Background: an optimization exercise with open tools, aiming at small area. Do not read the settings as production practice.
Only simulation tests tie the RTL to the original design; equivalence was not proved.

Design fir_filter, start of the top module:
module fir_filter (
    input  logic        clk,
    input  logic        rst_n,
    input  logic        wb_cyc,
    input  logic        wb_stb,
    input  logic        wb_we,
    input  logic [3:0]  wb_adr,
    input  logic [15:0] wb_dat_w,
    output logic        wb_ack,
    output logic [15:0] wb_dat_r,
    input  logic [8:0]  sample,
    input  logic        sample_valid,
    output logic [20:0] out,
    output logic        out_valid
);
Settings: LEC_CHECK=0, CAP_MARGIN=20, CORE_MARGIN=2, CORE_UTILIZATION=50, CTS_BUF_LIST=sky130_fd_sc_hd__clkbuf_16, CTS_CLUSTER_DIAMETER=110, CTS_CLUSTER_SIZE=30, GPL_TIMING_DRIVEN=0, PLACE_DENSITY=0.65, SETUP_SLACK_MARGIN=0.2, SLEW_MARGIN=20, SYNTH_HIERARCHICAL=1, SYNTH_MINIMUM_KEEP_SIZE=0; clock period 8.0 ns.
standard.sh (not shown) runs the stock make flow with config.mk's settings and CLKGATE_MAP_FILE= SYNTH_SCRIPT=/design/flow/synth_recipe.tcl, a recipe that flattens the netlist after the stock synthesis.
==> flow/flow/run.sh <==
#!/bin/bash
# The standard layout, with every port buffered by the smallest buffer cell
# instead of the one buffer_ports picks by default.
set -o pipefail
cp standard.sh standard.sh.txt
export BUFFER_PORTS_ARGS="-buffer_cell sky130_fd_sc_hd__buf_1"
bash standard.sh > standard.log 2>&1
The starting point completed with no timing, DRC or antenna violations.
Rerun with:
Settings changed: CTS_CLUSTER_DIAMETER 110 to 100, CTS_CLUSTER_SIZE 30 to 25.
- clock skew hardly moves
- sequential cell count stays the same
- die area stays the same
- final cell count barely changes
- routed wire length is about the same
- synthesized cell count does not change

---

## run A
fir_filter, a different RTL version from the one above (not shown whole).
For scale: roughly 1,800 cells after synthesis, ~74 I/O pins, about 25,000 um^2 of cells after synthesis.
clock: 8.0 ns
lec_check: 0
cap_margin: 20
core_margin: 2
core_utilization: 55
gpl_timing_driven: 0
place_density: 0.7
slew_margin: 20
synth_hierarchical: 1
synth_minimum_keep_size: 0
run.sh (not shown) runs the stock make flow with config.mk's settings and CLKGATE_MAP_FILE= SYNTH_SCRIPT=/design/flow/synth_recipe.tcl, a recipe that flattens the netlist after the stock synthesis.
Stock flow here: none of the scripts above is used.
What run B does differently from run A at the input level:
Settings: CTS_CLUSTER_SIZE now 12, previously not set; CTS_BUF_LIST now sky130_fd_sc_hd__clkbuf_8, previously not set; CTS_CLUSTER_DIAMETER now 60, previously not set.
==> flow/flow/run.sh (new file) <==
#!/bin/bash
# The standard layout, with every port buffered by the smallest buffer cell
# instead of the one buffer_ports picks by default.
set -o pipefail
cp standard.sh standard.sh.txt
export BUFFER_PORTS_ARGS="-buffer_cell sky130_fd_sc_hd__buf_1"
bash standard.sh > standard.log 2>&1
==> flow/standard.sh (new file) <==
#!/bin/bash
# synth_recipe.tcl (not shown) runs the flow's synth.tcl, then flattens the netlist and writes it again
# the make line also repeats each setting of config.mk as NAME=value (left out here)
make -C /OpenROAD-flow-scripts/flow DESIGN_CONFIG=/design/flow/config.mk WORK_HOME=/design/flow/orfs CLKGATE_MAP_FILE= SYNTH_SCRIPT=/design/flow/synth_recipe.tcl "${@:-finish}"
removed: flow/run.sh
## What came out
The post-route worst hold slack of run B and that of run A are within noise of each other.
Against run A, minimum setup slack after placement in run B came out better.
| vias after detailed routing | run B vs run A | ≈ equal |
For run C, these inputs were changed with respect to run B:
Settings: CTS_BUF_LIST: sky130_fd_sc_hd__clkbuf_8 -> sky130_fd_sc_hd__clkbuf_16; CTS_CLUSTER_DIAMETER: 60 -> 100; CTS_CLUSTER_SIZE: 12 -> 25.
==> flow/run.sh (new file) <==
#!/bin/bash
# synth_recipe.tcl (not shown) runs the flow's synth.tcl, then flattens the netlist and writes it again
# the make line also repeats each setting of config.mk as NAME=value (left out here)
make -C /OpenROAD-flow-scripts/flow DESIGN_CONFIG=/design/flow/config.mk WORK_HOME=/design/flow/orfs CLKGATE_MAP_FILE= SYNTH_SCRIPT=/design/flow/synth_recipe.tcl finish
removed: flow/flow/run.sh
removed: flow/standard.sh
In terms of met2 wirelength from detailed routing, run C and run B differ only marginally.
Per the comparison of run C with run B, clock network area share shows no meaningful change.
Relative to run B, the routed wirelength normalized by instance count measured on run C has increased slightly.
From run B to run C the numbers moved as follows: proportion of final cell area spent on non-clock buffers increased 1.1 points; met3 layer wire length in the routed design lost 4.2%; first-iteration DRC count decreased by about 9% relative to the old numbers; buffer count excluding the clock tree in the final layout lost 3.7%.
Lower area added between synthesis and finish among run C and run B: run B
The inputs of run D differ from those of run C as listed below.
Settings: a change of CTS_BUF_LIST from sky130_fd_sc_hd__clkbuf_16 to sky130_fd_sc_hd__clkbuf_8; a change of CTS_CLUSTER_SIZE from 25 to 12; a change of CTS_CLUSTER_DIAMETER from 100 to 60.
==> summary.txt <==
Run D: PASS, flow complete, no timing, DRC or antenna violations
Run C: all stages complete, timing, DRC and antenna checks passed
Run D ended up with a higher area growth from synthesis to layout than run C did.
On worst slack on hold paths, run C tracks run D almost exactly.
Sort run D and run C by clock period minus worst slack desc -> top: run C
Status: global-route wire length before repair parity (run D, run C)
Against run C, run D reports a routed wire length on met2 that is lower.
Comparing run D with run C, the via count came out essentially unchanged.
Run D vs run C — number of clock buffers inserted by TritonCTS rose 13.

port drivers added, routing unchanged:
In the flow no input, the clock included, has a driving cell. The finished layouts below were timed again as built, in two steps.
Step 1 assumes that a clkbuf_16 drives the clock port and a buf_2 every other input.
Step 2 also shifts input and output timing later by t, the mid clock arrival at the registers, as if the neighbouring blocks saw the same clock.
Three values: ideal ports, drivers, drivers and shift; two values: the first two.
| run | t (ns) | setup WS [ns] | worst hold slack (ns) | slew at the worst register clock pin (ns) | worst data-port slew with drivers (ns) |
|---|---|---|---|---|---|
| the first run of note 1 | 0.603 | 0.256 / 0.256 / 0.256 | 0.364 / 0.364 / 0.364 | 0.12 / 0.12 | 0.05 |
| the second run of note 1 | 0.599 | 0.291 / 0.291 / 0.291 | 0.359 / 0.359 / 0.359 | 0.10 / 0.10 | 0.05 |
| run A | 0.649 | 0.154 / 0.154 / 0.154 | 0.359 / 0.359 / 0.359 | 0.07 / 0.07 | 0.05 |
| run B | 0.679 | 0.288 / 0.288 / 0.288 | 0.358 / 0.358 / 0.358 | 0.09 / 0.09 | 0.04 |
| run C | 0.601 | 0.171 / 0.171 / 0.171 | 0.366 / 0.366 / 0.366 | 0.11 / 0.11 | 0.05 |
| run D | 0.696 | 0.184 / 0.184 / 0.184 | 0.365 / 0.365 / 0.365 | 0.09 / 0.09 | 0.05 |
After both steps every run listed still meets setup and hold.
